Context: an optimization exercise on an open-source flow, tuned for small area, a short achievable clock period and few clock cycles per item. The choices shown serve that exercise and are no tape-out recipe. The RTL was checked by simulation tests, not by an equivalence proof against the original design.

==> trial 9 <==
Design chacha20_keystream_sequencer, start of the top module:
module chacha20_keystream_sequencer #(
    parameter int WORDS_PER_BLOCK = 16
) (
    input  logic         clock,
    input  logic         clear,
    input  logic [255:0] key,
    input  logic [95:0]  nonce,
    input  logic [31:0]  initial_counter,
    input  logic         load,
    input  logic         enable,
    output logic         core_start,
    output logic [511:0] core_round_input,
    input  logic         core_finished,
    input  logic [511:0] core_round_output,
    output logic         ks_valid,
    input  logic         ks_ready,
    output logic [31:0]  ks_data,
    output logic [31:0]  block_counter,
    output logic         busy,
    output logic         error
);
==> module chacha20_keystream_sequencer, before the edit <==
module chacha20_keystream_sequencer #(
    parameter int WORDS_PER_BLOCK = 16
) (
    input  logic         clock,
    input  logic         clear,
    input  logic [255:0] key,
    input  logic [95:0]  nonce,
    input  logic [31:0]  initial_counter,
    input  logic         load,
    input  logic         enable,
    output logic         core_start,
    output logic [511:0] core_round_input,
    input  logic         core_finished,
    input  logic [511:0] core_round_output,
    output logic         ks_valid,
    input  logic         ks_ready,
    output logic [31:0]  ks_data,
    output logic [31:0]  block_counter,
    output logic         busy,
    output logic         error
);
    localparam logic [127:0] SIGMA = 128'h6b206574_79622d32_3320646e_61707865;
    logic [255:0] r_key;
    logic [95:0]  r_nonce;
    logic [31:0]  r_ectr;       
    logic [31:0]  r_ctr;        
    logic         r_loaded;
    logic         r_error;
    logic         r_busy;
    logic         r_start;      
    logic         r_run;        
    logic         r_want;       
    logic         r_bufv;       
    logic [31:0]  r_raw [2:WORDS_PER_BLOCK-1];
    logic [31:0]  r_p;          
    logic [31:0]  r_g;          
    logic [15:2]  r_sel;        
    logic         r_pv;         
    logic         r_outv;       
    logic [31:0]  r_data;       
    logic w_wrap, w_take_load, w_cap, w_window, w_adv, w_xfer, w_end, w_idle_n;
    logic w_busy_n, w_run_n, w_want_n, w_bufv_n, w_start_n;
    logic [31:0] w_raw_next, w_state_next;
    assign w_wrap      = (r_ctr == 32'hFFFF_FFFF);
    assign w_take_load = !r_busy && load;
    assign w_window    = r_run && r_want && !r_bufv;
    assign w_cap       = w_window && core_finished;
    assign w_xfer      = r_outv && ks_ready;
    assign w_adv       = r_bufv && r_pv && (!r_outv || ks_ready);
    assign w_end       = w_xfer && !r_pv;
    always_comb begin
        if (r_busy) w_busy_n = !(w_end && (w_wrap || !enable));
        else        w_busy_n = enable && (r_loaded || load) && !r_error;
    end
    assign w_idle_n = r_busy && !w_busy_n;
    assign w_run_n   = r_start || (r_run && !core_finished);
    assign w_want_n  = !w_idle_n && (r_start || (r_want && !(r_run && core_finished)));
    assign w_bufv_n  = w_cap || (r_bufv && !w_end);
    assign w_start_n = w_busy_n && !w_run_n && !w_want_n &&
                       (!w_bufv_n || (enable && !w_wrap));
    always_ff @(posedge clock or posedge clear) begin
        if (clear) begin
            r_busy   <= 1'b0;
            r_error  <= 1'b0;
            r_loaded <= 1'b0;
            r_ctr    <= '0;
            r_start  <= 1'b0;
            r_run    <= 1'b0;
            r_want   <= 1'b0;
            r_bufv   <= 1'b0;
            r_outv   <= 1'b0;
            r_pv     <= 1'b0;
        end else begin
            r_busy  <= w_busy_n;
            r_start <= w_start_n;
            r_run   <= w_run_n;
            r_want  <= w_want_n;
            r_bufv  <= w_bufv_n;
            if (w_take_load) begin
                r_loaded <= 1'b1;
                r_ctr    <= initial_counter;
            end else if (w_end && !w_wrap) begin
                r_ctr    <= r_ectr;
            end
            if (w_end && w_wrap) r_error <= 1'b1;
            if (w_cap)           r_pv <= 1'b1;
            else if (w_adv)      r_pv <= |r_sel;
            if (w_cap || w_adv)  r_outv <= 1'b1;
            else if (w_xfer)     r_outv <= 1'b0;
        end
    end
    function automatic logic [31:0] pg_sum(input logic [31:0] p, input logic [31:0] g);
        logic [31:0] gg, pp;
        int j;
        gg = g;
        pp = p;
        for (int s = 0; s < 5; s++) begin
            for (int i = 0; i < 32; i++) begin
                if ((i >> s) & 1) begin
                    j = ((i >> s) << s) - 1;
                    gg[i] = gg[i] | (pp[i] & gg[j]);
                    pp[i] = pp[i] & pp[j];
                end
            end
        end
        pg_sum = p ^ {gg[30:0], 1'b0};
    endfunction
    always_comb begin
        w_raw_next = '0;
        for (int i = 2; i < WORDS_PER_BLOCK; i++)
            w_raw_next = w_raw_next | ({32{r_sel[i]}} & r_raw[i]);
        w_state_next = ({32{r_sel[2]}} & SIGMA[95:64]) | ({32{r_sel[3]}} & SIGMA[127:96]) |
                       ({32{r_sel[12]}} & r_ctr);
        for (int i = 4; i < 12; i++)
            w_state_next = w_state_next | ({32{r_sel[i]}} & r_key[32*(i-4) +: 32]);
        for (int i = 13; i < 16; i++)
            w_state_next = w_state_next | ({32{r_sel[i]}} & r_nonce[32*(i-13) +: 32]);
    end
    always_ff @(posedge clock) begin
        if (w_take_load) begin
            r_key   <= key;
            r_nonce <= nonce;
            r_ectr  <= initial_counter;
        end else if (w_cap) begin
            r_ectr  <= r_ctr + 32'd1;
        end
        if (w_window)
            for (int i = 2; i < WORDS_PER_BLOCK; i++) r_raw[i] <= core_round_output[32*i +: 32];
        if (w_cap) begin
            r_data <= core_round_output[31:0] + SIGMA[31:0];
            r_p    <= core_round_output[63:32] ^ SIGMA[63:32];
            r_g    <= core_round_output[63:32] & SIGMA[63:32];
            r_sel  <= 14'd1;
        end else if (w_adv) begin
            r_data <= pg_sum(r_p, r_g);
            r_p    <= w_raw_next ^ w_state_next;
            r_g    <= w_raw_next & w_state_next;
            r_sel  <= {r_sel[14:2], 1'b0};
        end
    end
    assign core_start       = r_start;
    assign core_round_input = {r_nonce, r_ectr, r_key, SIGMA};
    assign ks_valid         = r_outv;
    assign ks_data          = r_data;
    assign block_counter    = r_ctr;
    assign busy             = r_busy;
    assign error            = r_error;
endmodule
clock: 6.0 ns
lec_check: 0
cap_margin: 20
core_area: 70 70 450 450
cts_cluster_diameter: 60
cts_cluster_size: 18
die_area: 0 0 520 520
setup_slack_margin: 3.25
slew_margin: 20
standard.sh (not shown) runs the stock make flow with config.mk's settings and CLKGATE_MAP_FILE= SYNTH_SCRIPT=/design/flow/synth_recipe.tcl, a recipe that flattens the netlist after the stock synthesis.
==> flow/flow/run.sh <==
#!/bin/bash
# Standard ORFS layout, except that the port buffers are the smallest plain buffer
# (sky130_fd_sc_hd__buf_1) instead of the flow's default pick; timing repair resizes them
# where needed. Each tool's output goes to its own log in this folder.
set -euo pipefail
bash standard.sh BUFFER_PORTS_ARGS="-buffer_cell sky130_fd_sc_hd__buf_1" finish > make_layout.log 2>&1
cp orfs/logs/sky130hd/chacha20_keystream_sequencer/base/*.log . 2>/dev/null || true
==> inputs of build 97, as changes to trial 9 <==
--- a/flow/design.v
+++ b/flow/design.v
@@ -34,3 +34,3 @@
     logic [31:0]  r_raw [2:WORDS_PER_BLOCK-1];
-    logic [31:0]  r_p;          
+    logic [31:0]  r_t;          
     logic [31:0]  r_g;          
@@ -91,3 +91,3 @@
     end
-    function automatic logic [31:0] pg_sum(input logic [31:0] p, input logic [31:0] g);
+    function automatic logic [31:0] gt_sum(input logic [31:0] t, input logic [31:0] g);
         logic [31:0] gg, pp;
@@ -95,3 +95,3 @@
         gg = g;
-        pp = p;
+        pp = t;
         for (int s = 0; s < 5; s++) begin
@@ -105,3 +105,3 @@
         end
-        pg_sum = p ^ {gg[30:0], 1'b0};
+        gt_sum = (t & ~g) ^ {gg[30:0], 1'b0};
     endfunction
@@ -130,3 +130,3 @@
             r_data <= core_round_output[31:0] + SIGMA[31:0];
-            r_p    <= core_round_output[63:32] ^ SIGMA[63:32];
+            r_t    <= core_round_output[63:32] | SIGMA[63:32];
             r_g    <= core_round_output[63:32] & SIGMA[63:32];
@@ -134,4 +134,4 @@
         end else if (w_adv) begin
-            r_data <= pg_sum(r_p, r_g);
-            r_p    <= w_raw_next ^ w_state_next;
+            r_data <= gt_sum(r_t, r_g);
+            r_t    <= w_raw_next | w_state_next;
             r_g    <= w_raw_next & w_state_next;
--- a/flow/config.mk
+++ b/flow/config.mk
@@ -8,3 +8,3 @@
 export CAP_MARGIN = 20
-export CORE_AREA = 70 70 450 450
+export CORE_AREA = 100 100 420 420
 export CTS_CLUSTER_DIAMETER = 60
@@ -12,3 +12,3 @@
 export DIE_AREA = 0 0 520 520
-export SETUP_SLACK_MARGIN = 3.25
+export SETUP_SLACK_MARGIN = 3.4
 export SLEW_MARGIN = 20
==> inputs of build 50, as changes to trial 9 <==
--- a/flow/design.v
+++ b/flow/design.v
@@ -34,3 +34,3 @@
     logic [31:0]  r_raw [2:WORDS_PER_BLOCK-1];
-    logic [31:0]  r_p;          
+    logic [31:0]  r_t;          
     logic [31:0]  r_g;          
@@ -91,3 +91,3 @@
     end
-    function automatic logic [31:0] pg_sum(input logic [31:0] p, input logic [31:0] g);
+    function automatic logic [31:0] gt_sum(input logic [31:0] t, input logic [31:0] g);
         logic [31:0] gg, pp;
@@ -95,3 +95,3 @@
         gg = g;
-        pp = p;
+        pp = t;
         for (int s = 0; s < 5; s++) begin
@@ -105,3 +105,3 @@
         end
-        pg_sum = p ^ {gg[30:0], 1'b0};
+        gt_sum = (t & ~g) ^ {gg[30:0], 1'b0};
     endfunction
@@ -130,3 +130,3 @@
             r_data <= core_round_output[31:0] + SIGMA[31:0];
-            r_p    <= core_round_output[63:32] ^ SIGMA[63:32];
+            r_t    <= core_round_output[63:32] | SIGMA[63:32];
             r_g    <= core_round_output[63:32] & SIGMA[63:32];
@@ -134,4 +134,4 @@
         end else if (w_adv) begin
-            r_data <= pg_sum(r_p, r_g);
-            r_p    <= w_raw_next ^ w_state_next;
+            r_data <= gt_sum(r_t, r_g);
+            r_t    <= w_raw_next | w_state_next;
             r_g    <= w_raw_next & w_state_next;
--- a/flow/config.mk
+++ b/flow/config.mk
@@ -8,3 +8,3 @@
 export CAP_MARGIN = 20
-export CORE_AREA = 70 70 450 450
+export CORE_AREA = 100 100 420 420
 export CTS_CLUSTER_DIAMETER = 60
==> results.ini <==
[logic_synthesis]
yosys-mux-area-fraction_pct = 0.103
synthesis.instances = 2492
yosys.area_share.adder_pct = 1.23
synth_compound_gate_area_share_pct = 13.0

[power]
power_leakage_nw = 17.9
p_clk_mw = 6.96
power_density_nw_per_um2 = 313

[run_status]
result_of_the_run = complete, no violations

[setup_path]
cp-start-kind = input pin

[placement]
detail_placement_hpwl_um = 312000

[global_routing]
groute.usage.overall_pct = 24.0
grt_first_pass_wirelength_um = 433000
grt.met1_usage_pct = 23.6
grt.met2_usage_pct = 36.9

[clock_network]
worstSkewPairLatency_ps = 750

the above is filed under trial 9

==> results.ini <==
[power]
power_density_nw_per_um2 = 520
p_clk_mw = 6.38
power.sequential.total_mw = 10.7

[logic_synthesis]
synth_compound_gate_area_share_pct = 13.1
synthesis.instances = 2573
synth_sequential_area_ratio_pct = 74.7
yosys.area_share.adder_pct = 0.0648

[run_status]
result_of_the_run = complete, no violations

[clock_network]
cts_inserted_buffers = 95
worstSkewPairLatency_ps = 710

[setup_path]
crit_type = reg2reg
cp-start-kind = register

[global_routing]
antenna_violations_before_repair = 748
groute.usage.overall_pct = 24.8
grt_first_pass_wirelength_um = 455000
grt.met2_usage_pct = 39.0

[final_layout]
area.share.sequential_pct = 58.5
n_multi_input_combinational_cell = 1442
final-nonclk-buf-share_pct = 11.8

[floorplan]
num_tap_cells = 1368

[placement]
detail_placement_hpwl_um = 344000

the above is filed under build 50

==> results.ini <==
[run_status]
result_of_the_run = complete, no violations

[power]
power_density_nw_per_um2 = 514
power_leakage_nw = 17.8
p_clk_mw = 6.37

[floorplan]
core_area_um2 = 102000
chipWidth_um = 520

[placement]
detail_placement_hpwl_um = 344000

[setup_path]
cp-start-kind = register
setup_slack_of_the_most_critical_reg_to_reg_path_ps = 3250

[logic_synthesis]
synthesis.instances = 2573
yosys.area_share.adder_pct = 0.0648
yosys-mux-area-fraction_pct = 0.130

[global_routing]
grt_first_pass_wirelength_um = 458000

[clock_network]
worstSkewPairLatency_ps = 700

the above is filed under build 97

Testbench counts of trial 9, summed over its fixed seeds: cycles 5,037, items 3,216.
Testbench counts of build 97, summed over its fixed seeds: cycles 5,037, items 3,216.
Testbench counts of build 50, summed over its fixed seeds: cycles 5,037, items 3,216.

==> afterwards: timing with drivers on the ports <==
The results above use ideal ports. As a check the final layouts listed here were re-extracted and re-timed, cells and wires unchanged. Step 1 (the two cells are an assumption about what drives the block):
set clk [get_ports {clock}]
set_driving_cell -lib_cell sky130_fd_sc_hd__clkbuf_16 $clk
set_driving_cell -lib_cell sky130_fd_sc_hd__buf_2 [delete_from_list [all_inputs] $clk]
Step 2 moves the port delays by t, midway between the first and last clock arrival at a register: inputs arrive t later, outputs are due t later. That takes back most of the time a late clock gives input paths. Three values: ideal ports, drivers, drivers and shift; two values: the first two.
run	t, ns	setup slack, ns	slew at the worst register clock pin (ns)	worst slew at a driven data input, ns
trial 9	0.802	3.196 / 3.109 / 2.437	0.08 / 0.08	0.38
build 97	0.756	3.254 / 3.254 / 2.544	0.08 / 0.08	0.39
build 50	0.759	3.187 / 3.187 / 2.504	0.09 / 0.09	0.43
After both steps setup and hold are still met in every run listed. The setup slack of trial 9, which loses most, moves by -0.087 ns with the drivers and by -0.759 ns with both steps.
